Context: an optimization exercise on an open-source flow, tuned for a short achievable clock period and few clock cycles per item. The choices shown serve that exercise and are no tape-out recipe. The RTL was checked by simulation tests, not by an equivalence proof against the original design. No activity file was given, so power comes from the tool's default toggle rates.

<file path="flow/run.sh">
#!/bin/bash
# synth_recipe.tcl (not shown) runs the flow's synth.tcl, then flattens the netlist and writes it again
# the make line also repeats each setting of config.mk as NAME=value (left out here)
make -C /OpenROAD-flow-scripts/flow DESIGN_CONFIG=/design/flow/config.mk WORK_HOME=/design/flow/orfs CLKGATE_MAP_FILE= SYNTH_SCRIPT=/design/flow/synth_recipe.tcl finish
</file>
<file path="flow/config.mk">
export PLATFORM = sky130hd
export DESIGN_NAME = pixel_frame_statistics_unit
export DESIGN_NICKNAME = pixel_frame_statistics_unit
export VERILOG_FILES = /design/flow/design.v
export SDC_FILE = /design/flow/constraint.sdc
export NUM_CORES = 4
export LEC_CHECK = 0
export ABC_CLOCK_PERIOD_IN_PS = 1500
export CAP_MARGIN = 20
export CORE_MARGIN = 2
export CORE_UTILIZATION = 40
export PLACE_DENSITY = 0.6
export SETUP_SLACK_MARGIN = 2.6
export SLEW_MARGIN = 20
</file>
<file path="flow/constraint.sdc">
create_clock -name core_clock -period 4.5 [get_ports {i_clk}]
set_input_delay 0.9000 -clock core_clock [delete_from_list [all_inputs] [get_ports {i_clk}]]
set_output_delay 0.9000 -clock core_clock [all_outputs]
set_load 0.01 [all_outputs]
</file>
<file path="flow/design.v">
package pfs_pkg;
    localparam int CFG_W = 13;
endpackage
module pixel_frame_statistics_unit (
    input  logic                      i_clk,
    input  logic                      i_rst_n,
    input  logic                      i_cfg_we,
    input  logic [pfs_pkg::CFG_W-1:0] i_cfg_wdata,
    input  logic                      i_pix_valid,
    output logic                      o_pix_ready,
    input  logic [24:0]               i_pix,
    output logic                      o_rpt_valid,
    input  logic                      i_rpt_ready,
    output logic [50:0]               o_rpt
);
    localparam int QD = 4;                    
    logic        r_ready;             
    logic        r_busy;              
    logic        rst_q;               
    logic        a_v;
    logic [24:0] a_pix;
    logic [7:0]  a_xs;                
    logic [7:0]  a_xc;                
    logic        a_we;
    logic [12:0] a_wd;
    logic        a_wdz;               
    logic        a_wdbig;             
    logic        a_wdle1;             
    logic [7:0]  in_r, in_g, in_b;
    assign o_pix_ready = r_ready;
    assign in_r = i_pix[24:17];
    assign in_g = i_pix[16:9];
    assign in_b = i_pix[8:1];
    always_ff @(posedge i_clk) begin
        rst_q   <= !i_rst_n;
        a_v     <= i_rst_n & i_pix_valid & !r_busy;
        a_pix   <= i_pix;
        a_xs    <= in_r ^ in_g ^ in_b;
        a_xc    <= (in_r & in_g) | (in_r & in_b) | (in_g & in_b);
        a_we    <= i_rst_n & i_cfg_we;
        a_wd    <= i_cfg_wdata;
        a_wdz   <= (i_cfg_wdata == 13'd0);
        a_wdbig <= i_cfg_wdata[12] && (i_cfg_wdata[11:0] != 12'd0);
        a_wdle1 <= (i_cfg_wdata[12:1] == 12'd0);
    end
    logic [12:0] r_weff;
    logic        r_w1;                
    logic [11:0] r_col, r_row;
    logic [12:0] r_cp1, r_cp2;
    logic        r_wrap;
    logic        nx_w1;
    logic        cp1_ge_new, cp2_ge_new, cp2_ge_cur;
    logic        b_v, b_eof;
    logic [9:0]  b_sum;
    logic [47:0] b_rec;               
    assign nx_w1      = a_we ? a_wdle1 : r_w1;
    assign cp1_ge_new = a_wdz || (a_wdbig ? r_cp1[12] : (r_cp1 >= a_wd));
    assign cp2_ge_new = a_wdz || (a_wdbig ? r_cp2[12] : (r_cp2 >= a_wd));
    assign cp2_ge_cur = (r_cp2 >= r_weff);
    always_ff @(posedge i_clk) begin
        if (!i_rst_n) begin
            r_weff <= 13'd640;
            r_w1   <= 1'b0;
            r_col  <= '0;
            r_cp1  <= 13'd1;
            r_cp2  <= 13'd2;
            r_row  <= '0;
            r_wrap <= 1'b0;
        end else begin
            if (a_we) begin
                r_weff <= a_wdz ? 13'd1 : a_wdbig ? 13'd4096 : a_wd;
                r_w1   <= a_wdle1;
            end
            if (a_v) begin
                if (a_pix[0] || r_wrap) begin
                    r_col <= '0;
                    r_cp1 <= 13'd1;
                    r_cp2 <= 13'd2;
                end else begin
                    r_col <= r_cp1[11:0];
                    r_cp1 <= r_cp2;
                    r_cp2 <= r_cp2 + 13'd1;
                end
                if (a_pix[0])
                    r_row <= '0;
                else if (r_wrap && r_row != 12'hfff)
                    r_row <= r_row + 12'd1;
            end
            if (a_v && (a_pix[0] || r_wrap))
                r_wrap <= nx_w1;                                   
            else if (a_v)
                r_wrap <= a_we ? cp2_ge_new : cp2_ge_cur;          
            else if (a_we)
                r_wrap <= cp1_ge_new;                              
        end
    end
    always_ff @(posedge i_clk) begin
        if (!i_rst_n) b_v <= 1'b0;
        else          b_v <= a_v;
    end
    always_ff @(posedge i_clk) begin
        b_eof <= a_pix[0];
        b_sum <= {2'b00, a_xs} + {1'b0, a_xc, 1'b0};
        b_rec <= {r_col, r_row, a_pix[24:1]};
    end
    logic        c_v, c_eof;
    logic [9:0]  c_sum;
    logic [47:0] c_rec;
    logic        c_tb, c_td;          
    logic [2:0]  c_tmx, c_tmn;        
    logic [2:0][7:0] b_px, c_px;
    logic        r_first;             
    logic        b_first;
    logic [9:0]  r_bsum, r_dsum;
    logic [2:0][7:0] r_max, r_min;
    assign b_px    = b_rec[23:0];
    assign c_px    = c_rec[23:0];
    assign b_first = c_v ? c_eof : r_first;
    function automatic logic f_after(input logic vs_stat, input logic vs_prev);
        if (!c_v)
            f_after = vs_stat;
        else if (r_first)
            f_after = vs_prev;
        else
            f_after = vs_stat && vs_prev;
    endfunction
    always_ff @(posedge i_clk) begin
        if (!i_rst_n) c_v <= 1'b0;
        else          c_v <= b_v;
    end
    always_ff @(posedge i_clk) begin
        c_eof <= b_eof;
        c_sum <= b_sum;
        c_rec <= b_rec;
        c_tb  <= b_first || f_after(b_sum > r_bsum, b_sum > c_sum);
        c_td  <= b_first || f_after(b_sum < r_dsum, b_sum < c_sum);
        for (int i = 0; i < 3; i++) begin
            c_tmx[i] <= b_first || f_after(b_px[i] > r_max[i], b_px[i] > c_px[i]);
            c_tmn[i] <= b_first || f_after(b_px[i] < r_min[i], b_px[i] < c_px[i]);
        end
    end
    logic [47:0] r_brec, r_drec;
    logic [47:0] f_brec;
    logic        wr, r_wr;
    assign f_brec = c_tb ? c_rec : r_brec;
    assign wr     = c_v && c_eof;
    always_ff @(posedge i_clk) begin
        if (!i_rst_n) begin
            r_first <= 1'b1;
            r_wr    <= 1'b0;
        end else begin
            r_wr <= wr;
            if (c_v) r_first <= c_eof;
        end
    end
    always_ff @(posedge i_clk) begin
        if (rst_q) begin
            r_bsum  <= '0;
            r_dsum  <= '0;
            r_brec  <= '0;
            r_drec  <= '0;
            r_max   <= '0;
            r_min   <= '0;
        end else begin
            if (c_v) begin
                if (c_tb) r_bsum <= c_sum;
                if (c_td) r_dsum <= c_sum;
                r_brec <= f_brec;
                if (c_td) r_drec <= c_rec;
                for (int i = 0; i < 3; i++) begin
                    if (c_tmx[i]) r_max[i] <= c_px[i];
                    if (c_tmn[i]) r_min[i] <= c_px[i];
                end
            end
        end
    end
    logic [143:0]  stat;
    logic [143:0]  q_mem [0:QD-1];
    logic [QD-1:0] q_wp, q_rp, q_occ, q_wen;
    logic          q_empty;
    logic          pop;
    assign stat    = {r_brec, r_drec, r_max, r_min};
    assign q_empty = !q_occ[0];
    always_ff @(posedge i_clk) begin
        for (int i = 0; i < QD; i++) begin
            if (q_wen[i]) q_mem[i] <= stat;
        end
    end
    logic [3:0]  r_kind;              
    logic        r_ov;                
    logic        r_idle;              
    logic [50:0] r_out;
    logic        out_load;
    logic        have;
    logic        pk;                  
    logic        s_fold;              
    logic [3:0]  s_stat;              
    logic [QD-1:0][3:0] s_q;          
    logic [50:0] nxt;
    logic [3:0]  kind_go;
    logic [QD-1:0] rp_go, occ_go, occ_st, wp_nx;
    logic        empty_go, empty_st;
    logic        sfold_go, sfold_st;
    logic [3:0]  sstat_go, sstat_st;
    logic [QD-1:0][3:0] sq_go, sq_st;
    function automatic logic [50:0] f_rpt(input int k, input logic [143:0] f);
        case (k)
            0:       f_rpt = {2'd0, f[143:96], 1'b0};
            1:       f_rpt = {2'd1, f[95:48], 1'b0};
            2:       f_rpt = {2'd2, 24'd0, f[47:24], 1'b0};
            default: f_rpt = {2'd3, 24'd0, f[23:0], 1'b1};
        endcase
    endfunction
    assign out_load    = r_idle || i_rpt_ready;
    assign have        = !q_empty || r_wr || wr;
    assign pk          = !q_empty && r_kind[3];
    assign pop         = out_load && pk;
    assign o_rpt_valid = r_ov;
    assign o_rpt       = r_out;
    always_comb begin
        nxt = {51{s_fold}} & {2'd0, f_brec, 1'b0};
        for (int k = 0; k < 4; k++) begin
            nxt = nxt | ({51{s_stat[k]}} & f_rpt(k, stat));
            for (int s = 0; s < QD; s++)
                nxt = nxt | ({51{s_q[s][k]}} & f_rpt(k, q_mem[s]));
        end
    end
    always_comb begin
        kind_go  = have ? {r_kind[2:0], r_kind[3]} : r_kind;
        rp_go    = pk ? {q_rp[QD-2:0], q_rp[QD-1]} : q_rp;
        wp_nx    = r_wr ? {q_wp[QD-2:0], q_wp[QD-1]} : q_wp;
        occ_st   = r_wr ? {q_occ[QD-2:0], 1'b1} : q_occ;
        occ_go   = (pk && !r_wr) ? {1'b0, q_occ[QD-1:1]} : (r_wr && !pk) ? {q_occ[QD-2:0], 1'b1} : q_occ;
        empty_st = !occ_st[0];
        empty_go = !occ_go[0];
        sfold_st = empty_st && !wr;
        sfold_go = empty_go && !wr;
        for (int k = 0; k < 4; k++) begin
            sstat_st[k] = empty_st && wr && r_kind[k];
            sstat_go[k] = empty_go && wr && kind_go[k];
            for (int s = 0; s < QD; s++) begin
                sq_st[s][k] = !empty_st && q_rp[s] && r_kind[k];
                sq_go[s][k] = !empty_go && rp_go[s] && kind_go[k];
            end
        end
    end
    always_ff @(posedge i_clk) begin
        if (!i_rst_n) begin
            q_wp   <= QD'(1);
            q_wen  <= '0;
            q_rp   <= QD'(1);
            q_occ  <= '0;
            r_kind <= 4'b0001;
            r_ov   <= 1'b0;
            r_idle <= 1'b1;
            s_fold <= 1'b1;
            s_stat <= '0;
            s_q    <= '0;
        end else begin
            q_wp  <= wp_nx;
            q_wen <= {QD{wr}} & wp_nx;
            if (out_load) begin
                q_rp   <= rp_go;
                q_occ  <= occ_go;
                r_kind <= kind_go;
                s_fold <= sfold_go;
                s_stat <= sstat_go;
                s_q    <= sq_go;
                r_ov   <= have;
                r_idle <= !have;
            end else begin
                q_occ  <= occ_st;
                s_fold <= sfold_st;
                s_stat <= sstat_st;
                s_q    <= sq_st;
            end
        end
    end
    always_ff @(posedge i_clk) begin
        if (rst_q) r_out <= '0;
        else if (out_load) r_out <= nxt;
    end
    logic [QD-1:0] r_ow;
    logic          eof_in;
    assign eof_in = i_pix_valid & !r_busy & i_pix[0];
    always_ff @(posedge i_clk) begin
        if (!i_rst_n) begin
            r_ow    <= '0;
            r_ready <= 1'b1;
            r_busy  <= 1'b0;
        end else if (eof_in && !pop) begin
            r_ow    <= {r_ow[QD-2:0], 1'b1};
            r_ready <= !r_ow[QD-2];
            r_busy  <= r_ow[QD-2];
        end else if (pop && !eof_in) begin
            r_ow    <= {1'b0, r_ow[QD-1:1]};
            r_ready <= 1'b1;
            r_busy  <= 1'b0;
        end else begin
            r_ready <= !r_ow[QD-1];
            r_busy  <= r_ow[QD-1];
        end
    end
endmodule
</file>
==> impl_table.tex, run 1 <==
\begin{tabular}{lr}
\hline
Metric & Value \\
\hline
\multicolumn{2}{l}{\textbf{Clock network}} \\
Clock tree from TritonCTS & done \\
Clock edge transition at the registers on the reported setup and hold paths & 0.07 ns \\
Inserted Clock Buffers & 109 \\
Worst-skew pair later-pin latency & 0.70 ns \\
H-tree level count & 3 \\
Number of clock sinks & between 1000 and 1500 \\
CTS Root Cell & sky130\_fd\_sc\_hd\_\_clkbuf\_16 \\
Deepest clock path buffer count & 3 \\
\multicolumn{2}{l}{\textbf{Yosys}} \\
Synth Warn \# & 2 \\
Register bit count reported by yosys & 1095 \\
Portion of the post-synthesis area used by sequential elements & 0.669 \\
Number of synthesized flops with an enable pin & 576 \\
Ys flop type & sky130\_fd\_sc\_hd\_\_edfxtp\_1 \\
Cell count after synthesis & 3373 \\
Post-synthesis net count & roughly 3600 \\
Number of distinct library cells after synthesis & 69 \\
Post-synthesis cell area & $\sim$0.041 sq mm \\
Share of synthesized flip-flops with an asynchronous set or reset & 0 \\
Mean area per synthesized cell & 12.3 sq um \\
\multicolumn{2}{l}{\textbf{Route}} \\
Antenna viol nets, final & 0 \\
Number of vias after detailed routing & 28000 \\
Total wire length & $\sim$120000 microns \\
Iteration-0 DRC count of the detailed router & between 2000 and 3000 \\
Wirelength per Cell & 24.1 microns \\
Iteration count of the initial detailed-routing pass & 7 \\
DRC violation count after routing & 0 \\
Via-per-instance ratio & 5.66 \\
\multicolumn{2}{l}{\textbf{GRT}} \\
Met3 global-route usage & 0.0437 \\
Initial antenna violation count & 1 \\
Met1 Usage GRT & 0.306 \\
Met2 usage in global routing & 0.349 \\
Overall overflow remaining after global route & 0 \\
Layer with the highest usage & met2 \\
Wire length of the first global-routing pass & 177000 microns \\
Total routing resource utilization after global routing & 0.219 \\
Number of global-route vias before repair & $\sim$28000 \\
Largest net degree at the start of global routing & 98 \\
\multicolumn{2}{l}{\textbf{Floorplanning}} \\
Total die area & 0.106 sq mm \\
Vertical die dimension & 326 microns \\
Row Count & between 100 and 150 \\
Boundary pin count & 96 \\
Die width & roughly 330 microns \\
Starting Density & 0.405 \\
Area of the placeable core & 0.102 sq mm \\
\multicolumn{2}{l}{\textbf{Placement}} \\
Placed standard-cell area & 0.0439 sq mm \\
Worst-case setup slack after placement & 1.18 ns \\
Routability cong. & 0.797 \\
HPWL Detailed & $\sim$70000 microns \\
Quantity of I/O buffers inserted on ports & 95 \\
\multicolumn{2}{l}{\textbf{Flow run}} \\
Max-cap viol count & 0 \\
\multicolumn{2}{l}{\textbf{Critical path}} \\
WP data arrival & 1.22 ns \\
Critical path capture point type & primary output \\
Data required time at the worst endpoint & between 3 and 4 ns \\
Category of cells accounting for the largest share of critical-path delay & flip-flops \\
Highest cell delay on the worst timing path & 0.40 ns \\
Max FO, Critical Path & 2 \\
Slack of the worst reg-to-reg path & 2.59 ns \\
Critical path's slowest cell & sky130\_fd\_sc\_hd\_\_dfxtp\_4 \\
Count of buffering cells on the critical path with inverters included & 1 \\
Startpoint type of the worst setup path & flip-flop \\
Crit path cell chain & buf\_6 \\
Critical path class & flip-flop to primary output \\
\multicolumn{2}{l}{\textbf{Finish}} \\
Post-Layout Inst Area & 0.0486 sq mm \\
Fraction of layout cells with a size suffix above 1 & 0.152 \\
Area growth, synth to finish & 17.3\% \\
Inserted Diodes & 0 \\
Number of nets in the finished design & 3689 \\
\multicolumn{2}{l}{\textbf{STA}} \\
Worst Slack Setup Final & 2.38 ns \\
Final sum of negative setup slack & 0 ns \\
Relative slew margins & 0.323 \\
Transition time at the pin with the least slew margin & approximately 1.0 ns \\
Clock period minus worst slack & approximately 2.1 ns \\
Endpoints failing setup & 0 \\
Unrepaired setup endpoints after global routing & true \\
Number of max-slew violations in the final report & 0 \\
Tcrit/Tclk final & 0.470 \\
Skew final & 0.0402 ns \\
Endpoints failing hold & 0 \\
Max Clock Freq & 473 MHz \\
\multicolumn{2}{l}{\textbf{Pwr}} \\
Static power due to leakage & about 17 nW \\
Highest ir drop seen on vdd & 278 uV \\
Sum of internal, switching and leakage power & 21.3 mW \\
Power density of the placed cells & 438 mW/mm\^{}2 \\
\multicolumn{2}{l}{\textbf{Min path}} \\
Worst min-delay path category & flip-flop to flip-flop \\
\multicolumn{2}{l}{\textbf{Run status}} \\
Status & no timing/DRC/antenna violations \\
\hline
\end{tabular}
[power breakdown]
part	leakage (nW)	switching, mW	internal (mW)
sequential	9.84	0.257	10.6
combinational	5.62	0.563	0.468
clock	1.82	3.88	5.49
total	17.3	4.70	16.6
[layout by cell type, fill, tap and decap left out, types with 62 or more instances in the layout]
| master | n |
|---|---|
| sky130_fd_sc_hd__ha_1 | 141 |
| sky130_fd_sc_hd__buf_6 | 62 |
| sky130_fd_sc_hd__clkbuf_16 | 112 |
| sky130_fd_sc_hd__buf_4 | 76 |
| sky130_fd_sc_hd__a22oi_1 | 234 |
| sky130_fd_sc_hd__nand3_1 | 122 |
| sky130_fd_sc_hd__nand2_1 | 384 |
| sky130_fd_sc_hd__inv_1 | 140 |
| sky130_fd_sc_hd__a21oi_1 | 303 |
| sky130_fd_sc_hd__nor2_1 | 183 |
| sky130_fd_sc_hd__dfxtp_2 | 70 |
| sky130_fd_sc_hd__dfxtp_1 | 402 |
| sky130_fd_sc_hd__edfxtp_1 | 576 |
[path summary, 6_finish.rpt]
check,cells after the start,end,from
setup / recovery,1,o_rpt[1],r_out[1]
hold / removal,0,c_rec[45],b_rec[45]
setup reg to reg,5,r_out[16],s_q[1]
hold reg to reg,0,c_rec[45],b_rec[45]
[logic make-up after synthesis]
| kind of cell | after synthesis | synth area share |
|---|---|---|
| XOR/XNOR | 24 | 0.00508 |
| multiplexers | 61 | 0.0160 |
| AO/OA/AOI/OAI | 793 | 0.130 |
| buffers and inverters | 336 | 0.0319 |
| AND/OR/NAND/NOR | 907 | 0.0989 |
| flip-flops | 1095 | 0.669 |
| adder cells (fa/ha/maj) | 157 | 0.0491 |
[timing repair]
item | 4_1_cts | 5_1_grt
endpoints found under the hold margin | 0 | 0
pin swaps | 3 | 14
resized for setup | 404 | 87
setup buffers | 12 | 21
endpoints found under the setup margin | 376 | 341
hold buffers | 0 | 0
cloned | 2 | 1
[per-stage QoR]
stage | hold slack [ns] | util | std cells
after floorplan | 0.310 | - | 3373
after global placement | 0.311 | 0.430 | 4710
after detailed placement | 0.312 | 0.430 | 4710
after CTS | 0.324 | 0.471 | 4930
after global routing | 0.325 | 0.475 | 4952
final | 0.323 | 0.475 | 4952
[cells in the mapped netlist, drive strengths merged (7+ instances only)]
cell type  number  area (sq um)
a22oi         234          1760
a221oi         21           184
o21ai          33           176
xor2            9          78.8
inv           143           537
fa              9           180
nor2b          31           194
xnor2          15           131
a21oi         309          1560
a211oi         15           113
mux2i          21           210
buf            60           284
ha            148          1850
nor3b           7          57.6
edfxtp        576         17300
nor3           60           300
dfxtp         519         10400
o211ai          9          67.6
and2            9          56.3
a21o           23           173
nand3         123           621
a222oi         48           480
mux2           40           450
a2111oi        18           158
nand2b          7          43.8
nand4          51           334
a2bb2oi        12           105
and3           21           131
nor2          190           738
nand2         386          1450
a311oi         16           140
a22o           17           149
o21a           10          76.3
clkbuf        133           499
[registers in the layout, indices dropped and copies added (netlist names), 8 cells and up]
| signal | cells |
|---|---|
| q_mem | 576 |
| r_out | 51 |
| b_rec | 48 |
| c_rec | 48 |
| r_brec | 48 |
| r_drec | 48 |
| a_pix | 25 |
| r_max | 24 |
| r_min | 24 |
| s_q | 16 |
| a_wd | 13 |
| r_cp1 | 13 |
| r_cp2 | 13 |
| r_weff | 13 |
| r_col | 12 |
| r_row | 12 |
| b_sum | 10 |
| c_sum | 10 |
| r_bsum | 10 |
| r_dsum | 10 |
| a_xc | 8 |
| a_xs | 8 |
[area by class of cell]
type / count / area (sq um)
fillers: 9219 / 53600
clock inverters: 67 / 704
well taps: 1368 / 1710
multi-input cells: 1945 / 12700
flip-flops and latches: 1095 / 28000
repair buffers: 195 / 1970
clock buffers: 139 / 3020
inverters: 143 / 539
[per-layer routing]
metal	part of all wire	routed length [microns]	up-vias
met5	0	0	-
met4	0.023	2690	0
met3	0.086	10300	176
met2	0.46	54700	1203
met1	0.43	51800	13900
li1	-	-	12700
Testbench counts, summed over its fixed seeds: cycles 11,236, pixels 11,032.
==> inputs of run 2 (changes only) <==
--- a/flow/config.mk
+++ b/flow/config.mk
@@ -11,4 +11,4 @@
 export CORE_UTILIZATION = 40
 export PLACE_DENSITY = 0.6
-export SETUP_SLACK_MARGIN = 2.6
+export SETUP_SLACK_MARGIN = 2.8
 export SLEW_MARGIN = 20
==> run 2 against run 1 <==
Fmax up 0.20%. Final area grew 3.9%. Core utilization increased by 1.8 points. Die area unchanged. Combinational power grew about 20%. Via count grew 1.9%. First-iteration DRC count up 13%. Final cell count increased by 1.5%. Critical path type unchanged. Critical endpoint is now o_rpt_valid. Largest cell class unchanged. Largest power group unchanged.
==> impl_table.tex, run 2 <==
\begin{tabular}{lr}
\hline
Metric & Value \\
\hline
\multicolumn{2}{l}{\textbf{STA}} \\
Endpoints failing hold & 0 (unchanged) \\
Tcrit/Tclk final & 0.469 (-0.000962) \\
Max Clock Freq & 474 MHz (+0.20\%) \\
Transition time at the pin with the least slew margin & 0.684 ns (-0.331 ns) \\
Number of max-slew violations in the final report & 0 (unchanged) \\
Final sum of negative setup slack & 0 ns (unchanged) \\
Skew final & 0.0225 ns (-0.0176 ns) \\
Clock period minus worst slack & 2.11 ns (-0.00433 ns) \\
Relative slew margins & 0.544 (+0.221) \\
Endpoints failing setup & 0 (unchanged) \\
Unrepaired setup endpoints after global routing & true \\
\multicolumn{2}{l}{\textbf{Yosys}} \\
Portion of the post-synthesis area used by sequential elements & 0.669 (unchanged) \\
Synth Warn \# & 2 (unchanged) \\
Portion of synthesized cell area occupied by the leading cell type & 0.418 (unchanged) \\
Share of synthesized flip-flops with an asynchronous set or reset & 0 (unchanged) \\
Largest area contributor in the synthesized netlist & sky130\_fd\_sc\_hd\_\_edfxtp\_1 \\
Cell with the most instances after synthesis & sky130\_fd\_sc\_hd\_\_edfxtp\_1 \\
Ys flop type & sky130\_fd\_sc\_hd\_\_edfxtp\_1 \\
Post-synthesis net count & 3573 (unchanged) \\
Number of synthesized flops with an enable pin & 576 (unchanged) \\
Top post-synthesis cells by area & sky130\_fd\_sc\_hd\_\_edfxtp\_1 42\%, sky130\_fd\_sc\_hd\_\_dfxtp\_1 25\%, sky130\_fd\_sc\_hd\_\_ha\_1 4.5\% \\
Number of distinct library cells after synthesis & 69 (unchanged) \\
Most frequent cells after synthesis & 576 x sky130\_fd\_sc\_hd\_\_edfxtp\_1, 519 x sky130\_fd\_sc\_hd\_\_dfxtp\_1, 386 x sky130\_fd\_sc\_hd\_\_nand2\_1 \\
Register bit count reported by yosys & 1095 (unchanged) \\
Post-synthesis cell area & 0.0414 sq mm (unchanged) \\
Mean area per synthesized cell & 12.3 sq um (unchanged) \\
Cell count after synthesis & 3373 (unchanged) \\
\multicolumn{2}{l}{\textbf{Finish}} \\
Registers with the highest flip-flop counts & q\_mem (576), r\_out (51) \\
Most frequent cells in the layout & 576 x sky130\_fd\_sc\_hd\_\_edfxtp\_1, 380 x sky130\_fd\_sc\_hd\_\_nand2\_1, 357 x sky130\_fd\_sc\_hd\_\_dfxtp\_1 \\
Fraction of layout cells with a size suffix above 1 & 0.201 (+0.0484) \\
Post-layout utilization of the core & 0.494 (+0.0184) \\
Area growth, synth to finish & 21.9\% \\
Post-Layout Inst Area & 0.0504 sq mm (+3.9\%) \\
Most frequent standard cell in the layout excluding fill and tap cells & sky130\_fd\_sc\_hd\_\_edfxtp\_1 \\
Number of flip-flops in the largest register & 576 (unchanged) \\
Inserted Diodes & 0 (unchanged) \\
Register ranked first by flip-flop count & q\_mem \\
Number of nets in the finished design & 3761 (+2.0\%) \\
\multicolumn{2}{l}{\textbf{Placement}} \\
Quantity of I/O buffers inserted on ports & 95 (unchanged) \\
HPWL Detailed & 67500 microns (-2.6\%) \\
Placed standard-cell area & 0.0440 sq mm (about the same) \\
Routability cong. & 0.792 (-0.59\%) \\
\multicolumn{2}{l}{\textbf{Pwr}} \\
Part of the total power dissipated in the clock network & 0.429 (-0.011) \\
Power density of the placed cells & 421 mW/mm\^{}2 (-4.0\%) \\
Internal power of the cells & 16.5 mW (-0.50\%) \\
Sequential Power Share & 0.513 (+0.002) \\
Switching fraction of total power & 0.222 (+0.00141) \\
Highest ir drop seen on vdd & 357 uV (+29\%) \\
Fraction of power consumed by combinational cells & 0.058 (+0.010) \\
Reported net switching power & 4.71 mW (+0.31\%) \\
Static power due to leakage & 18.0 nW (+4.3\%) \\
\multicolumn{2}{l}{\textbf{Clock network}} \\
Clock tree from TritonCTS & done \\
Number of buffers inserted for hold repair after clock tree synthesis & 0 (unchanged) \\
Deepest clock path buffer count & 3 (unchanged) \\
Worst-skew pair later-pin latency & 0.69 ns (about the same) \\
Number of clock sinks & 1095 (unchanged) \\
Clock edge transition at the registers on the reported setup and hold paths & 0.07 ns (about the same) \\
CTS Root Cell & sky130\_fd\_sc\_hd\_\_clkbuf\_16 \\
Inserted Clock Buffers & 107 (-1.8\%) \\
H-tree level count & 3 (unchanged) \\
\multicolumn{2}{l}{\textbf{Run status}} \\
Status & no timing/DRC/antenna violations \\
\multicolumn{2}{l}{\textbf{Critical path}} \\
Data required time at the worst endpoint & 3.60 ns (about the same) \\
Startpoint type of the worst setup path & flip-flop \\
Critical path capture point type & primary output \\
Max FO, Critical Path & 2 (unchanged) \\
Count of buffering cells on the critical path with inverters included & 1 (unchanged) \\
Critical path class & flip-flop to primary output \\
WP data arrival & 1.21 ns (about the same) \\
Category of cells accounting for the largest share of critical-path delay & flip-flops \\
Crit path cell chain & buf\_6 \\
Critical path's slowest cell & sky130\_fd\_sc\_hd\_\_dfxtp\_4 \\
Highest cell delay on the worst timing path & 0.40 ns (about the same) \\
\multicolumn{2}{l}{\textbf{Floorplanning}} \\
Total die area & 0.106 sq mm (unchanged) \\
Die width & 326 microns (unchanged) \\
Vertical die dimension & 326 microns (unchanged) \\
Row Count & 117 (unchanged) \\
Area of the placeable core & 0.102 sq mm (unchanged) \\
Starting Density & 0.405 (unchanged) \\
Boundary pin count & 96 (unchanged) \\
\multicolumn{2}{l}{\textbf{Route}} \\
Antenna viol nets, final & 0 (unchanged) \\
Wirelength per Cell & 25.2 microns (+4.3\%) \\
Via-per-instance ratio & 5.68 (+0.42\%) \\
Number of vias after detailed routing & 28600 (+1.9\%) \\
Total wire length & 127000 microns (+5.9\%) \\
DRC violation count after routing & 0 (unchanged) \\
Iteration-0 DRC count of the detailed router & 3306 (+13\%) \\
Iteration count of the initial detailed-routing pass & 6 (-1) \\
\multicolumn{2}{l}{\textbf{GRT}} \\
Overall overflow remaining after global route & 0 (unchanged) \\
Wire length of the first global-routing pass & 182000 microns (+2.9\%) \\
Total routing resource utilization after global routing & 0.229 (+0.0102) \\
Largest net degree at the start of global routing & 83 (-15\%) \\
Number of global-route vias before repair & 27300 (-1.1\%) \\
Initial antenna violation count & 0 (-1) \\
\multicolumn{2}{l}{\textbf{Flow run}} \\
Max-cap viol count & 0 (unchanged) \\
\multicolumn{2}{l}{\textbf{Min path}} \\
Worst min-delay path category & flip-flop to flip-flop \\
\hline
\end{tabular}
[run 2: cell counts after synthesis]
Identical to the previous run, type by type.
[run 2: cell families after synthesis]
| family | Yosys count | synth area share |
|---|---|---|
| compound gates | 793 | 0.130 |
| xor+xnor | 24 | 0.00508 |
| fa+ha+maj | 157 | 0.0491 |
| buf+inv | 336 | 0.0319 |
| flops | 1095 | 0.669 |
| mux | 61 | 0.0160 |
| simple gates | 907 | 0.0989 |
[run 2: timing repair]
| action | 4_1_cts | 5_1_grt |
|---|---|---|
| resized for setup | 538 | 193 |
| gates cloned | 8 | 8 |
| endpoints found under the setup margin | 723 | 208 |
| buffers inserted | 54 | 53 |
| pin swaps | 30 | 95 |
| endpoints found under the hold margin | 0 | 0 |
[run 2: per-stage QoR]
stage                     instances  hold slack [ns]  power, mW  worst slack, ns
after detailed placement       4697            0.312       12.1             1.37
after CTS                      4963            0.326       21.2             2.35
after global routing           5024            0.326       21.9             2.34
after floorplan                3373            0.310       11.6             2.49
after global placement         4697            0.310       12.1             1.45
final                          5024            0.314       21.2             2.39
[run 2: path summary, 6_finish.rpt]
path | to | slack [ns] | from | cells past startpoint
max reg2reg | r_wrap | 2.69 | r_cp1[8] | 6
min | c_rec[24] | 0.31 | b_rec[24] | 0
max | o_rpt_valid | 2.39 | r_ov | 1
min reg2reg | c_rec[24] | 0.31 | b_rec[24] | 0
[run 2: cell type report]
cell class	count	area, sq um
Multi-Input combinational cell	1943	13200
Clock buffer	155	3080
Fill cell	8981	51700
Inverter	143	547
Timing Repair Buffer	271	3250
Tap cell	1368	1710
Clock inverter	49	512
Sequential cell	1095	28100
[run 2: power by group through the flow]
stage	combinational (mW)	sequential, mW	clock [mW]
3_3_place_gp	0.950	11.1	0
3_5_place_dp	0.969	11.1	0
6_report	1.24	10.9	9.09
5_1_grt	1.38	10.9	9.63
2_1_floorplan	0.674	11.0	0
4_1_cts	1.09	10.9	9.22
[run 2: metal layers]
metal	vias to the layer above	routed length [microns]	part of all wire	GRT usage
li1	12900	-	-	-
met1	14100	53300	0.42	0.318
met2	1320	57900	0.46	0.362
met3	206	12000	0.095	0.0441
met4	0	3380	0.027	0.0740
met5	-	0	0	0
==> inputs of run 3 (changes only) <==
--- a/flow/design.v
+++ b/flow/design.v
@@ -190,5 +190,6 @@
     logic        r_ov;                
     logic        r_idle;              
-    logic [50:0] r_out;
+    logic [50:0] r_out;               
+    logic [50:0] r_hold;              
     logic        out_load;
     logic        have;
@@ -270,4 +271,5 @@
                 r_idle <= !have;
             end else begin
+                r_ov   <= !r_idle;
                 q_occ  <= occ_st;
                 s_fold <= sfold_st;
@@ -278,6 +280,10 @@
     end
     always_ff @(posedge i_clk) begin
+        if (rst_q) r_hold <= '0;
+        else if (out_load) r_hold <= nxt;
+    end
+    always_ff @(posedge i_clk) begin
         if (rst_q) r_out <= '0;
-        else if (out_load) r_out <= nxt;
+        else       r_out <= ({51{out_load}} & nxt) | ({51{!out_load}} & r_hold);
     end
     logic [QD-1:0] r_ow;
==> run 3 against run 2 <==
Still clean on timing, DRC and antenna. Final area grew 3.7%. Clock skew up 0.00086 ns. Register-to-register slack gained 0.02 ns. Via count rose by 2.1%. Synthesized area grew 2.4%. Die area increased by 2.4%. Total power is 7.8% higher. Critical endpoint is now o_rpt[17]. Largest cell class unchanged.
==> impl_table.tex, run 3 <==
\begin{tabular}{lr}
\hline
Metric & Value \\
\hline
\multicolumn{2}{l}{\textbf{Finish}} \\
Area growth, synth to finish & 23.4\% \\
Fill cell count & 9093 (+1.2\%) \\
Fraction of layout cells with a size suffix above 1 & 0.221 (+0.0198) \\
Number of nets in the finished design & 3836 (+2.0\%) \\
Number of flip-flops in the largest register & 576 (unchanged) \\
Registers with the highest flip-flop counts & q\_mem (576), r\_hold (51), r\_out (51) \\
Inserted Diodes & 0 (unchanged) \\
Post-layout utilization of the core & 0.497 (+0.00375) \\
Most frequent cells in the layout & 576 x sky130\_fd\_sc\_hd\_\_edfxtp\_1, 404 x sky130\_fd\_sc\_hd\_\_dfxtp\_1, 379 x sky130\_fd\_sc\_hd\_\_nand2\_1 \\
Register ranked first by flip-flop count & q\_mem \\
Most frequent standard cell in the layout excluding fill and tap cells & sky130\_fd\_sc\_hd\_\_edfxtp\_1 \\
\multicolumn{2}{l}{\textbf{Pwr}} \\
Reported net switching power & 4.97 mW (+5.4\%) \\
Sum of internal, switching and leakage power & 22.9 mW (+7.8\%) \\
Highest ir drop seen on vdd & 357 uV (about the same) \\
Part of the total power dissipated in the clock network & 0.447 (+0.018) \\
Internal power of the cells & 17.9 mW (+8.5\%) \\
Switching fraction of total power & 0.217 (-0.00492) \\
Power density of the placed cells & 437 mW/mm\^{}2 (+4.0\%) \\
Sequential Power Share & 0.496 (-0.017) \\
Static power due to leakage & 18.8 nW (+4.0\%) \\
Fraction of power consumed by combinational cells & 0.057 (about the same) \\
\multicolumn{2}{l}{\textbf{GRT}} \\
Largest net degree at the start of global routing & 143 (+72\%) \\
Overall overflow remaining after global route & 0 (unchanged) \\
Wire length of the first global-routing pass & 183000 microns (+0.71\%) \\
Number of global-route vias before repair & 27700 (+1.6\%) \\
Total routing resource utilization after global routing & 0.227 (-0.00268) \\
Initial antenna violation count & 4 (+4) \\
\multicolumn{2}{l}{\textbf{Yosys}} \\
Adder and majority gate portion of the synthesized area & 0.0479 (-0.00116) \\
Ys flop type & sky130\_fd\_sc\_hd\_\_edfxtp\_1 \\
Post-synthesis share of cell area spent on and, or, nand and nor gates & 0.0989 (about the same) \\
Share of synthesized flip-flops with an asynchronous set or reset & 0 (unchanged) \\
Most frequent cells after synthesis & 576 x sky130\_fd\_sc\_hd\_\_edfxtp\_1, 570 x sky130\_fd\_sc\_hd\_\_dfxtp\_1, 387 x sky130\_fd\_sc\_hd\_\_nand2\_1 \\
Cell count after synthesis & 3436 (+1.9\%) \\
Mean area per synthesized cell & 12.3 sq um (+0.54\%) \\
Post-synthesis cell area & 0.0424 sq mm (+2.4\%) \\
Portion of the post-synthesis area used by sequential elements & 0.677 (+0.00827) \\
Synthesized-area fraction occupied by ao, oa, aoi and oai cells & 0.127 (-0.00313) \\
Number of synthesized flops with an enable pin & 576 (unchanged) \\
Multiplexer share of the synthesized area & 0.0112 (-0.00472) \\
Post-synthesis net count & 3636 (+1.8\%) \\
Portion of synthesized cell area occupied by the leading cell type & 0.408 (-0.00988) \\
Number of distinct library cells after synthesis & 71 (+2.9\%) \\
Xor/xnor cell area share of the yosys netlist & 0.00496 (-0.000120) \\
Dominant combinational cell family by area after synthesis & compound AO/OA/AOI/OAI gates \\
Cell with the most instances after synthesis & sky130\_fd\_sc\_hd\_\_edfxtp\_1 \\
Register bit count reported by yosys & 1146 (+4.7\%) \\
Top post-synthesis cells by area & sky130\_fd\_sc\_hd\_\_edfxtp\_1 41\%, sky130\_fd\_sc\_hd\_\_dfxtp\_1 27\%, sky130\_fd\_sc\_hd\_\_a22oi\_1 4.5\% \\
Largest area contributor in the synthesized netlist & sky130\_fd\_sc\_hd\_\_edfxtp\_1 \\
Synth Warn \# & 2 (unchanged) \\
\multicolumn{2}{l}{\textbf{Critical path}} \\
Startpoint type of the worst setup path & flip-flop \\
RR Endpoint & r\_out[25] \\
WP data arrival & 1.20 ns (about the same) \\
Critical path capture point type & primary output \\
Crit path cell chain & buf\_6 \\
Count of buffering cells on the critical path with inverters included & 1 (unchanged) \\
Max FO, Critical Path & 1 (-1) \\
Slack of the worst reg-to-reg path & 2.71 ns (+0.02 ns) \\
Worst R2R Start & c\_tb \\
Number of cells on the worst reg-to-reg path & 6 (unchanged) \\
Data required time at the worst endpoint & 3.60 ns (about the same) \\
Category of cells accounting for the largest share of critical-path delay & flip-flops \\
Critical path's slowest cell & sky130\_fd\_sc\_hd\_\_dfxtp\_4 \\
Highest cell delay on the worst timing path & 0.39 ns (about the same) \\
Critical path class & flip-flop to primary output \\
\multicolumn{2}{l}{\textbf{Min path}} \\
Hold\_sp & b\_rec[40] \\
Worst min-delay path category & flip-flop to flip-flop \\
Worst hold path stage count & 0 (unchanged) \\
Endpoint of the worst hold-timing path & c\_rec[40] \\
\multicolumn{2}{l}{\textbf{Clock network}} \\
Number of clock sinks & 1146 (+4.7\%) \\
Inserted Clock Buffers & 112 (+4.7\%) \\
Worst-skew pair later-pin latency & 0.70 ns (about the same) \\
CTS Root Cell & sky130\_fd\_sc\_hd\_\_clkbuf\_16 \\
Number of buffers inserted for hold repair after clock tree synthesis & 0 (unchanged) \\
H-tree level count & 3 (unchanged) \\
Clock edge transition at the registers on the reported setup and hold paths & 0.06 ns (about the same) \\
Deepest clock path buffer count & 3 (unchanged) \\
Clock tree from TritonCTS & done \\
\multicolumn{2}{l}{\textbf{Placement}} \\
Routability cong. & 0.821 (+3.7\%) \\
Quantity of I/O buffers inserted on ports & 95 (unchanged) \\
HPWL Detailed & 67700 microns (+0.23\%) \\
\multicolumn{2}{l}{\textbf{STA}} \\
Tcrit/Tclk final & 0.467 (-0.00248) \\
Clock period minus worst slack & 2.10 ns (-0.0112 ns) \\
Unrepaired setup endpoints after global routing & true \\
Number of max-slew violations in the final report & 0 (unchanged) \\
Final sum of negative setup slack & 0 ns (unchanged) \\
Max Clock Freq & 476 MHz (+0.53\%) \\
Endpoints failing hold & 0 (unchanged) \\
Relative slew margins & 0.269 (-0.275) \\
Endpoints failing setup & 0 (unchanged) \\
Transition time at the pin with the least slew margin & 1.10 ns (+0.413 ns) \\
Skew final & 0.0234 ns (+0.000864 ns) \\
\multicolumn{2}{l}{\textbf{Floorplanning}} \\
Row Count & 119 (+1.7\%) \\
Die width & 330 microns (+1.2\%) \\
Total die area & 0.109 sq mm (+2.4\%) \\
Boundary pin count & 96 (unchanged) \\
Vertical die dimension & 330 microns (+1.2\%) \\
Area of the placeable core & 0.105 sq mm (+2.9\%) \\
Starting Density & 0.403 (-0.00178) \\
\multicolumn{2}{l}{\textbf{Route}} \\
Via-per-instance ratio & 5.69 (about the same) \\
Antenna viol nets, final & 0 (unchanged) \\
Number of vias after detailed routing & 29200 (+2.1\%) \\
Total wire length & 128000 microns (+1.4\%) \\
DRC violation count after routing & 0 (unchanged) \\
Wirelength per Cell & 25.0 microns (-0.59\%) \\
Iteration count of the initial detailed-routing pass & 10 (+4) \\
Iteration-0 DRC count of the detailed router & 3392 (+2.6\%) \\
\multicolumn{2}{l}{\textbf{Run status}} \\
Status & no timing/DRC/antenna violations \\
\multicolumn{2}{l}{\textbf{Flow run}} \\
Max-cap viol count & 0 (unchanged) \\
\hline
\end{tabular}
## run 3: cell count changes in the layout (fill, tap and decap cells not counted), moves of 13 or more
cell | before | now
sky130_fd_sc_hd__a22oi_1 | 233 | 247
sky130_fd_sc_hd__dfxtp_1 | 357 | 404
sky130_fd_sc_hd__dfxtp_2 | 84 | 97
sky130_fd_sc_hd__and3_1 | 21 | 8
sky130_fd_sc_hd__a211oi_2 | 7 | 21
sky130_fd_sc_hd__nor3_2 | 9 | 31
## run 3: through the flow
step | instance area (sq um) | hold WS, ns | instances | worst slack [ns]
floorplan | 42700 | 0.310 | 3436 | 2.44
global placement | 45000 | 0.311 | 4784 | 1.45
detailed placement | 45000 | 0.312 | 4784 | 1.33
finish | 52300 | 0.321 | 5126 | 2.40
CTS | 50700 | 0.321 | 5057 | 2.36
global route | 52300 | 0.327 | 5126 | 2.38
## run 3: final cells by class
cell class              count  area (sq um)  area share
flip-flops and latches   1146         29100       0.556
multi-input cells        1960         13600       0.260
repair buffers            271          3190      0.0610
clock inverters            54           877      0.0168
well taps                1391          1740      0.0333
inverters                 145           558      0.0107
clock buffers             159          3210      0.0615
## run 3: how the worst max path moves through the flow
stage	startpoint	endpoint	slack (ns)	depth (start not counted)
6_report	r_out[17]	o_rpt[17]	2.40	1
4_1_cts	r_out[17]	o_rpt[17]	2.36	1
2_1_floorplan	i_rpt_ready	r_ow[1]	2.44	9
3_5_place_dp	i_rpt_ready	r_out[48]	1.33	5
3_3_place_gp	i_rpt_ready	r_out[37]	1.45	5
5_1_grt	r_out[17]	o_rpt[17]	2.38	1
## run 3: layer usage
layer / up-vias / share of wire / GRT usage / routed length, microns
li1: 13100 / - / - / -
met1: 14500 / 0.43 / 0.327 / 55400
met2: 1368 / 0.45 / 0.352 / 57900
met3: 202 / 0.087 / 0.0338 / 11200
met4: 0 / 0.030 / 0.0713 / 3870
met5: - / 0 / 0 / 0
## run 3: power groups by stage
stage,Sequential [mW],Combinational (mW),Clock [mW]
global route,11.4,1.44,10.8
floorplan,11.5,0.703,0
CTS,11.3,1.13,10.4
finish,11.3,1.30,10.2
global placement,11.6,1.01,0
detailed placement,11.6,1.02,0
## run 3: cells by family after synthesis
kind of cell | Yosys count
adder cells (fa/ha/maj) | 157
buffers and inverters | 336
AO/OA/AOI/OAI | 800
XOR/XNOR | 24
flip-flops | 1146
multiplexers | 44
AND/OR/NAND/NOR | 929
## run 3: what timing repair did
item	4_1_cts	5_1_grt
resized for setup	583	204
pin swaps	79	125
buffers inserted	53	59
endpoints found under the hold margin	0	0
endpoints found under the setup margin	785	252
gates cloned	7	10
Testbench counts of run 3, summed over its fixed seeds: cycles 11,236, pixels 11,032.
==> inputs of run 4 (changes only) <==
--- a/flow/config.mk
+++ b/flow/config.mk
@@ -11,4 +11,4 @@
 export CORE_UTILIZATION = 40
 export PLACE_DENSITY = 0.6
-export SETUP_SLACK_MARGIN = 2.8
+export SETUP_SLACK_MARGIN = 3.0
 export SLEW_MARGIN = 20
==> run 4 against run 3 <==
Still clean on timing, DRC and antenna. Final cell count is 1.5% higher. Global-route usage up 1.6 points. Clock skew rose by 0.0030 ns. Synthesized cell count is the same. Routed wire length increased by 6.0%. Die area unchanged. Synthesized area is the same.
==> impl_table.tex, run 4 <==
\begin{tabular}{lr}
\hline
Metric & Value \\
\hline
\multicolumn{2}{l}{\textbf{GRT}} \\
Met2 usage in global routing & 0.395 (+0.0433) \\
Overall overflow remaining after global route & 0 (unchanged) \\
Layer with the highest usage & met2 \\
Wire length of the first global-routing pass & 195000 microns (+6.2\%) \\
Total routing resource utilization after global routing & 0.243 (+0.0160) \\
Number of global-route vias before repair & 28800 (+3.9\%) \\
Met3 global-route usage & 0.0324 (-0.00139) \\
Met1 Usage GRT & 0.334 (+0.00757) \\
Largest net degree at the start of global routing & 75 (-48\%) \\
Initial antenna violation count & 1 (-3) \\
\multicolumn{2}{l}{\textbf{Clock network}} \\
Number of clock sinks & 1146 (unchanged) \\
H-tree level count & 3 (unchanged) \\
CTS Root Cell & sky130\_fd\_sc\_hd\_\_clkbuf\_16 \\
Worst-skew pair later-pin latency & 0.70 ns (about the same) \\
Inserted Clock Buffers & 110 (-1.8\%) \\
Deepest clock path buffer count & 3 (unchanged) \\
Clock tree from TritonCTS & done \\
Clock edge transition at the registers on the reported setup and hold paths & 0.06 ns (about the same) \\
Number of buffers inserted for hold repair after clock tree synthesis & 0 (unchanged) \\
\multicolumn{2}{l}{\textbf{STA}} \\
Skew final & 0.0264 ns (+0.00301 ns) \\
Max Clock Freq & 467 MHz (-1.9\%) \\
Transition time at the pin with the least slew margin & 0.604 ns (-0.493 ns) \\
Number of max-slew violations in the final report & 0 (unchanged) \\
Clock period minus worst slack & 2.14 ns (+0.0396 ns) \\
Endpoints failing setup & 0 (unchanged) \\
Final sum of negative setup slack & 0 ns (unchanged) \\
Relative slew margins & 0.597 (+0.329) \\
Tcrit/Tclk final & 0.475 (+0.00881) \\
Unrepaired setup endpoints after global routing & true \\
Endpoints failing hold & 0 (unchanged) \\
\multicolumn{2}{l}{\textbf{Critical path}} \\
Data required time at the worst endpoint & 3.60 ns (about the same) \\
Count of buffering cells on the critical path with inverters included & 1 (unchanged) \\
Max FO, Critical Path & 1 (unchanged) \\
Critical path capture point type & primary output \\
Highest cell delay on the worst timing path & 0.41 ns (+0.02 ns) \\
WP data arrival & 1.24 ns (+0.04 ns) \\
Category of cells accounting for the largest share of critical-path delay & flip-flops \\
Critical path's slowest cell & sky130\_fd\_sc\_hd\_\_dfxtp\_4 \\
Critical path class & flip-flop to primary output \\
Startpoint type of the worst setup path & flip-flop \\
Crit path cell chain & buf\_6 \\
Slack of the worst reg-to-reg path & 2.61 ns (-0.10 ns) \\
\multicolumn{2}{l}{\textbf{Pwr}} \\
Power density of the placed cells & 415 mW/mm\^{}2 (-5.1\%) \\
Part of the total power dissipated in the clock network & 0.429 (-0.018) \\
Sum of internal, switching and leakage power & 22.4 mW (-2.2\%) \\
Static power due to leakage & 19.5 nW (+3.7\%) \\
Sequential Power Share & 0.507 (+0.011) \\
Highest ir drop seen on vdd & 366 uV (+2.6\%) \\
Internal power of the cells & 17.3 mW (-3.1\%) \\
Switching fraction of total power & 0.225 (+0.00727) \\
Fraction of power consumed by combinational cells & 0.065 (+0.008) \\
Reported net switching power & 5.02 mW (+1.1\%) \\
\multicolumn{2}{l}{\textbf{Floorplanning}} \\
Row Count & 119 (unchanged) \\
Die width & 330 microns (unchanged) \\
Starting Density & 0.403 (unchanged) \\
Total die area & 0.109 sq mm (unchanged) \\
Area of the placeable core & 0.105 sq mm (unchanged) \\
Vertical die dimension & 330 microns (unchanged) \\
Boundary pin count & 96 (unchanged) \\
\multicolumn{2}{l}{\textbf{Finish}} \\
Registers with the highest flip-flop counts & q\_mem (576), r\_hold (51), r\_out (51) \\
Most frequent standard cell in the layout excluding fill and tap cells & sky130\_fd\_sc\_hd\_\_edfxtp\_1 \\
Number of nets in the finished design & 3911 (+2.0\%) \\
Fraction of layout cells with a size suffix above 1 & 0.267 (+0.0462) \\
Register ranked first by flip-flop count & q\_mem \\
Area growth, synth to finish & 27.1\% \\
Most frequent cells in the layout & 576 x sky130\_fd\_sc\_hd\_\_edfxtp\_1, 367 x sky130\_fd\_sc\_hd\_\_nand2\_1, 366 x sky130\_fd\_sc\_hd\_\_dfxtp\_1 \\
Number of flip-flops in the largest register & 576 (unchanged) \\
\multicolumn{2}{l}{\textbf{Yosys}} \\
Post-synthesis cell area & 0.0424 sq mm (unchanged) \\
Ys flop type & sky130\_fd\_sc\_hd\_\_edfxtp\_1 \\
Cell count after synthesis & 3436 (unchanged) \\
Number of synthesized flops with an enable pin & 576 (unchanged) \\
Portion of synthesized cell area occupied by the leading cell type & 0.408 (unchanged) \\
Mean area per synthesized cell & 12.3 sq um (unchanged) \\
Portion of the post-synthesis area used by sequential elements & 0.677 (unchanged) \\
Synth Warn \# & 2 (unchanged) \\
Register bit count reported by yosys & 1146 (unchanged) \\
Top post-synthesis cells by area & sky130\_fd\_sc\_hd\_\_edfxtp\_1 41\%, sky130\_fd\_sc\_hd\_\_dfxtp\_1 27\%, sky130\_fd\_sc\_hd\_\_a22oi\_1 4.5\% \\
Largest area contributor in the synthesized netlist & sky130\_fd\_sc\_hd\_\_edfxtp\_1 \\
Share of synthesized flip-flops with an asynchronous set or reset & 0 (unchanged) \\
Most frequent cells after synthesis & 576 x sky130\_fd\_sc\_hd\_\_edfxtp\_1, 570 x sky130\_fd\_sc\_hd\_\_dfxtp\_1, 387 x sky130\_fd\_sc\_hd\_\_nand2\_1 \\
Post-synthesis net count & 3636 (unchanged) \\
Cell with the most instances after synthesis & sky130\_fd\_sc\_hd\_\_edfxtp\_1 \\
Number of distinct library cells after synthesis & 71 (unchanged) \\
\multicolumn{2}{l}{\textbf{Route}} \\
Antenna viol nets, final & 0 (unchanged) \\
Wirelength per Cell & 26.2 microns (+4.4\%) \\
DRC violation count after routing & 0 (unchanged) \\
Total wire length & 136000 microns (+6.0\%) \\
Via-per-instance ratio & 5.81 (+2.1\%) \\
Iteration-0 DRC count of the detailed router & 3283 (-3.2\%) \\
Number of vias after detailed routing & 30200 (+3.6\%) \\
Iteration count of the initial detailed-routing pass & 6 (-4) \\
\multicolumn{2}{l}{\textbf{Min path}} \\
Worst min-delay path category & flip-flop to flip-flop \\
\multicolumn{2}{l}{\textbf{Placement}} \\
Quantity of I/O buffers inserted on ports & 95 (unchanged) \\
HPWL Detailed & 69900 microns (+3.3\%) \\
Routability cong. & 0.814 (-0.93\%) \\
\multicolumn{2}{l}{\textbf{Flow run}} \\
Max-cap viol count & 0 (unchanged) \\
\multicolumn{2}{l}{\textbf{Run status}} \\
Status & no timing/DRC/antenna violations \\
\hline
\end{tabular}
==> run 4: cell count changes in the layout (fill, tap and decap cells not counted), moves of 12 or more <==
| cell | delta |
|---|---|
| sky130_fd_sc_hd__a21oi_1 | -32 |
| sky130_fd_sc_hd__mux2_4 | +22 |
| sky130_fd_sc_hd__buf_16 | +20 |
| sky130_fd_sc_hd__dfxtp_1 | -38 |
| sky130_fd_sc_hd__buf_12 | +14 |
| sky130_fd_sc_hd__dfxtp_4 | +30 |
| sky130_fd_sc_hd__nand2_1 | -12 |
| sky130_fd_sc_hd__buf_4 | +40 |
| sky130_fd_sc_hd__a21oi_2 | +33 |
| sky130_fd_sc_hd__mux2_2 | -22 |
==> run 4: per-layer routing <==
layer	vias to the layer above	routed length, microns
met5	-	0
met4	0	4310
met3	248	12000
met2	1539	64200
met1	15100	55600
li1	13300	-
==> run 4: logic make-up (layout without fill, tap and decap cells) <==
kind of cell,after synthesis,after routing,synth area share
DFF,1146,1146,0.677
and+or+nand+nor,929,932,0.0989
AOI/OAI and AO/OA,800,801,0.127
buffers and inverters,336,704,0.0328
adders and majority gates,157,157,0.0479
muxes,44,44,0.0112
xor gates and xnor gates,24,24,0.00496
other,0,3,0
==> run 4: area by class of cell <==
type / count / area, sq um
Inverter: 145 / 564
Multi-Input combinational cell: 1958 / 14200
Fill cell: 8915 / 51300
Clock inverter: 51 / 536
Sequential cell: 1146 / 29200
Timing Repair Buffer: 350 / 4400
Tap cell: 1391 / 1740
Clock buffer: 158 / 3230
Antenna cell: 3 / 7.51
==> run 4: what timing repair did <==
action / in CTS / in global routing
setup endpoints to repair: 832 / 307
gates resized for setup: 781 / 161
setup buffers: 137 / 43
cloned: 18 / 3
pin swaps: 144 / 83
==> run 4: path summary, 6_finish.rpt <==
path	depth (start not counted)	startpoint	end
worst max-delay path	1	r_out[7]	o_rpt[7]
worst max register to register	8	c_tb	r_out[3]
worst min-delay path	0	a_pix[21]	b_rec[20]
worst min register to register	0	a_pix[21]	b_rec[20]
==> run 4: power by group through the flow <==
stage	Clock (mW)	Sequential [mW]	Combinational, mW
CTS	9.68	11.3	1.32
global placement	0	11.6	1.02
floorplan	0	11.5	0.727
detailed placement	0	11.6	1.03
global route	10.1	11.4	1.59
finish	9.59	11.3	1.44
==> run 4: stage by stage <==
step,setup WS [ns],hold WS (ns),cells,area [sq um],util
global placement,1.53,0.310,4789,45300,0.431
global route,2.36,0.323,5199,53900,0.512
floorplan,2.45,0.310,3436,43000,-
finish,2.36,0.320,5202,53900,0.512
detailed placement,1.40,0.312,4789,45300,0.431
CTS,2.34,0.317,5153,52800,0.502
==> inputs of run 5 (changes only) <==
--- a/flow/config.mk
+++ b/flow/config.mk
@@ -10,5 +10,7 @@
 export CORE_MARGIN = 2
 export CORE_UTILIZATION = 40
+export CTS_CLUSTER_DIAMETER = 60
+export CTS_CLUSTER_SIZE = 25
 export PLACE_DENSITY = 0.6
-export SETUP_SLACK_MARGIN = 3.0
+export SETUP_SLACK_MARGIN = 2.8
 export SLEW_MARGIN = 20
==> run 5 against run 4 <==
Largest power group unchanged. Still clean on timing, DRC and antenna. Critical endpoint is now o_rpt[48]. Routed wire length decreased by 5.1%. Synthesized area is the same. Via count is 3.9% lower.
==> impl_table.tex, run 5 <==
\begin{tabular}{lr}
\hline
Metric & Value \\
\hline
\multicolumn{2}{l}{\textbf{Critical path}} \\
Max FO, Critical Path & 1 (unchanged) \\
Critical path's slowest cell & sky130\_fd\_sc\_hd\_\_dfxtp\_4 \\
WP data arrival & 1.17 ns (-0.07 ns) \\
Highest cell delay on the worst timing path & 0.38 ns (-0.03 ns) \\
Category of cells accounting for the largest share of critical-path delay & flip-flops \\
Critical path capture point type & primary output \\
Count of buffering cells on the critical path with inverters included & 1 (unchanged) \\
Data required time at the worst endpoint & 3.60 ns (about the same) \\
Critical path class & flip-flop to primary output \\
Crit path cell chain & buf\_6 \\
Startpoint type of the worst setup path & flip-flop \\
\multicolumn{2}{l}{\textbf{Route}} \\
Via-per-instance ratio & 5.73 (-1.3\%) \\
Total wire length & 129000 microns (-5.1\%) \\
Wirelength per Cell & 25.5 microns (-2.5\%) \\
DRC violation count after routing & 0 (unchanged) \\
Iteration count of the initial detailed-routing pass & 8 (+2) \\
Antenna viol nets, final & 0 (unchanged) \\
Iteration-0 DRC count of the detailed router & 3649 (+11\%) \\
Number of vias after detailed routing & 29000 (-3.9\%) \\
\multicolumn{2}{l}{\textbf{GRT}} \\
Layer with the highest usage & met2 \\
Met3 global-route usage & 0.0363 (+0.00391) \\
Met1 Usage GRT & 0.326 (-0.00844) \\
Overall overflow remaining after global route & 0 (unchanged) \\
Number of global-route vias before repair & 27300 (-5.2\%) \\
Met2 usage in global routing & 0.352 (-0.0432) \\
Wire length of the first global-routing pass & 182000 microns (-6.5\%) \\
Total routing resource utilization after global routing & 0.225 (-0.0173) \\
Initial antenna violation count & 1 (unchanged) \\
Largest net degree at the start of global routing & 143 (+91\%) \\
\multicolumn{2}{l}{\textbf{Clock network}} \\
Number of clock sinks & 1146 (unchanged) \\
Worst-skew pair later-pin latency & 0.67 ns (-0.03 ns) \\
Deepest clock path buffer count & 3 (unchanged) \\
Clock tree from TritonCTS & done \\
Clock edge transition at the registers on the reported setup and hold paths & 0.10 ns (+0.04 ns) \\
CTS Root Cell & sky130\_fd\_sc\_hd\_\_clkbuf\_16 \\
Inserted Clock Buffers & 71 (-35\%) \\
Number of buffers inserted for hold repair after clock tree synthesis & 0 (unchanged) \\
H-tree level count & 3 (unchanged) \\
\multicolumn{2}{l}{\textbf{Floorplanning}} \\
Die width & 330 microns (unchanged) \\
Boundary pin count & 96 (unchanged) \\
Vertical die dimension & 330 microns (unchanged) \\
Area of the placeable core & 0.105 sq mm (unchanged) \\
Starting Density & 0.403 (unchanged) \\
Total die area & 0.109 sq mm (unchanged) \\
Row Count & 119 (unchanged) \\
\multicolumn{2}{l}{\textbf{STA}} \\
Tcrit/Tclk final & 0.460 (-0.0152) \\
Worst Slack Setup Final & 2.43 ns (+0.0686 ns) \\
Transition time at the pin with the least slew margin & 1.11 ns (+0.507 ns) \\
Hold WS & 0.318 ns (-0.00159 ns) \\
Endpoints failing setup & 0 (unchanged) \\
Final sum of negative setup slack & 0 ns (unchanged) \\
Relative slew margins & 0.259 (-0.338) \\
Endpoints failing hold & 0 (unchanged) \\
Skew final & 0.0302 ns (+0.00380 ns) \\
Number of max-slew violations in the final report & 0 (unchanged) \\
Max Clock Freq & 483 MHz (+3.3\%) \\
Clock period minus worst slack & 2.07 ns (-0.0686 ns) \\
Unrepaired setup endpoints after global routing & true \\
\multicolumn{2}{l}{\textbf{Finish}} \\
Post-layout utilization of the core & 0.487 (-0.0255) \\
Most frequent standard cell in the layout excluding fill and tap cells & sky130\_fd\_sc\_hd\_\_edfxtp\_1 \\
Footprint of the multi-input gates & 0.0138 sq mm (-3.0\%) \\
Number of flip-flops in the largest register & 576 (unchanged) \\
Register cell area after layout & 0.0291 sq mm (-0.35\%) \\
Registers with the highest flip-flop counts & q\_mem (576), r\_hold (51), r\_out (51) \\
Area growth, synth to finish & 20.8\% \\
Fin cells & 5064 (-2.7\%) \\
Fill cell count & 9158 (+2.7\%) \\
Post-Layout Inst Area & 0.0512 sq mm (-5.0\%) \\
Register ranked first by flip-flop count & q\_mem \\
Most frequent cells in the layout & 576 x sky130\_fd\_sc\_hd\_\_edfxtp\_1, 396 x sky130\_fd\_sc\_hd\_\_dfxtp\_1, 377 x sky130\_fd\_sc\_hd\_\_nand2\_1 \\
Number of nets in the finished design & 3816 (-2.4\%) \\
Fraction of layout cells with a size suffix above 1 & 0.218 (-0.0489) \\
\multicolumn{2}{l}{\textbf{Yosys}} \\
Share of synthesized flip-flops with an asynchronous set or reset & 0 (unchanged) \\
Number of synthesized flops with an enable pin & 576 (unchanged) \\
Top post-synthesis cells by area & sky130\_fd\_sc\_hd\_\_edfxtp\_1 41\%, sky130\_fd\_sc\_hd\_\_dfxtp\_1 27\%, sky130\_fd\_sc\_hd\_\_a22oi\_1 4.5\% \\
Largest area contributor in the synthesized netlist & sky130\_fd\_sc\_hd\_\_edfxtp\_1 \\
Post-synthesis cell area & 0.0424 sq mm (unchanged) \\
Most frequent cells after synthesis & 576 x sky130\_fd\_sc\_hd\_\_edfxtp\_1, 570 x sky130\_fd\_sc\_hd\_\_dfxtp\_1, 387 x sky130\_fd\_sc\_hd\_\_nand2\_1 \\
Number of distinct library cells after synthesis & 71 (unchanged) \\
Synth Warn \# & 2 (unchanged) \\
Register bit count reported by yosys & 1146 (unchanged) \\
Mean area per synthesized cell & 12.3 sq um (unchanged) \\
Portion of the post-synthesis area used by sequential elements & 0.677 (unchanged) \\
Cell with the most instances after synthesis & sky130\_fd\_sc\_hd\_\_edfxtp\_1 \\
Portion of synthesized cell area occupied by the leading cell type & 0.408 (unchanged) \\
Cell count after synthesis & 3436 (unchanged) \\
Ys flop type & sky130\_fd\_sc\_hd\_\_edfxtp\_1 \\
Post-synthesis net count & 3636 (unchanged) \\
\multicolumn{2}{l}{\textbf{Placement}} \\
Routability cong. & 0.821 (+0.93\%) \\
Worst-case setup slack after placement & 1.33 ns (-0.0694 ns) \\
Quantity of I/O buffers inserted on ports & 95 (unchanged) \\
Placed standard-cell area & 0.0450 sq mm (-0.73\%) \\
Cell total after placement & 4784 (-0.10\%) \\
HPWL Detailed & 67700 microns (-3.2\%) \\
\multicolumn{2}{l}{\textbf{Pwr}} \\
Sum of internal, switching and leakage power & 19.8 mW (-11\%) \\
Highest ir drop seen on vdd & 414 uV (+13\%) \\
Power density of the placed cells & 388 mW/mm\^{}2 (-6.6\%) \\
Static power due to leakage & 18.2 nW (-6.3\%) \\
\multicolumn{2}{l}{\textbf{Min path}} \\
Worst min-delay path category & flip-flop to flip-flop \\
\multicolumn{2}{l}{\textbf{Flow run}} \\
Max-cap viol count & 0 (unchanged) \\
\multicolumn{2}{l}{\textbf{Run status}} \\
Status & no timing/DRC/antenna violations \\
\hline
\end{tabular}
-- run 5: cell counts after synthesis --
Identical to the previous run, type by type.
-- run 5: final cells by class --
cell class | instances | area share
clock inverters | 42 | 0.0105
repair buffers | 292 | 0.0697
well taps | 1391 | 0.0340
diodes | 1 | 0.0000489
inverters | 145 | 0.0112
multi-input cells | 1960 | 0.269
clock buffers | 87 | 0.0371
flip-flops and latches | 1146 | 0.569
-- run 5: final timing paths --
check                               start   endpoint  slack [ns]  cells after the start
worst max register to register     s_q[1]  r_out[12]        2.74                      5
worst min-delay path             a_pix[6]   b_rec[5]        0.32                      0
worst max-delay path            r_out[48]  o_rpt[48]        2.43                      1
worst min register to register   a_pix[6]   b_rec[5]        0.32                      0
-- run 5: cell families (layout without fill, tap and decap cells) --
logic type	count (synthesis)	count (layout)	share of synthesized area
DFF	1146	1146	0.677
and+or+nand+nor	929	935	0.0989
AOI/OAI and AO/OA	800	800	0.127
buffers and inverters	336	566	0.0328
adders and majority gates	157	157	0.0479
muxes	44	44	0.0112
xor gates and xnor gates	24	24	0.00496
other	0	1	0
-- run 5: metal layers --
metal  up-vias  part of all wire
met3       159             0.090
met4         0             0.021
met5         -                 0
li1      13000                 -
met1     14500              0.43
met2      1328              0.46
-- run 5: what timing repair did --
action | 4_1_cts | 5_1_grt
gates resized for setup | 579 | 263
hold endpoints to repair | 0 | 0
cloned | 8 | 16
pin swaps | 59 | 157
setup buffers | 51 | 75
endpoints found under the setup margin | 786 | 305
-- run 5: power breakdown --
group / switching, mW / total, mW / internal (mW)
clock: 3.86 / 7.17 / 3.31
sequential: 0.249 / 11.3 / 11.1
combinational: 0.700 / 1.35 / 0.647
total: 4.81 / 19.8 / 15.0

re-timing with driven ports:
Ports are ideal in the flow. The routed layouts listed here were re-timed in OpenROAD. Step 1: set_driving_cell puts a clkbuf_16 on i_clk and a buf_2 on each other input, an assumption about the parent block. Step 2, shift: input delay + t, output delay - t, t = (earliest + latest rising clock arrival at the registers) / 2. This alone moves slack from input paths to output paths. a / b / c = no drivers / after step 1 / after step 2; a / b = the first two.
| run | shift t [ns] | slack for setup (ns) | worst setup path at the end |
|---|---|---|---|
| run 1 | 0.746 | 2.385 / 2.318 / 1.819 | input to register |
| run 2 | 0.743 | 2.389 / 2.324 / 2.159 | input to register |
| run 3 | 0.748 | 2.400 / 2.335 / 2.050 | input to register |
| run 4 | 0.760 | 2.361 / 2.293 / 2.085 | input to register |
| run 5 | 0.714 | 2.429 / 2.364 / 2.120 | input to register |
After both steps setup and hold are still met in every run listed. For run 1, which loses most, drivers alone change the setup slack by -0.067 ns; drivers and shift together by -0.566 ns.
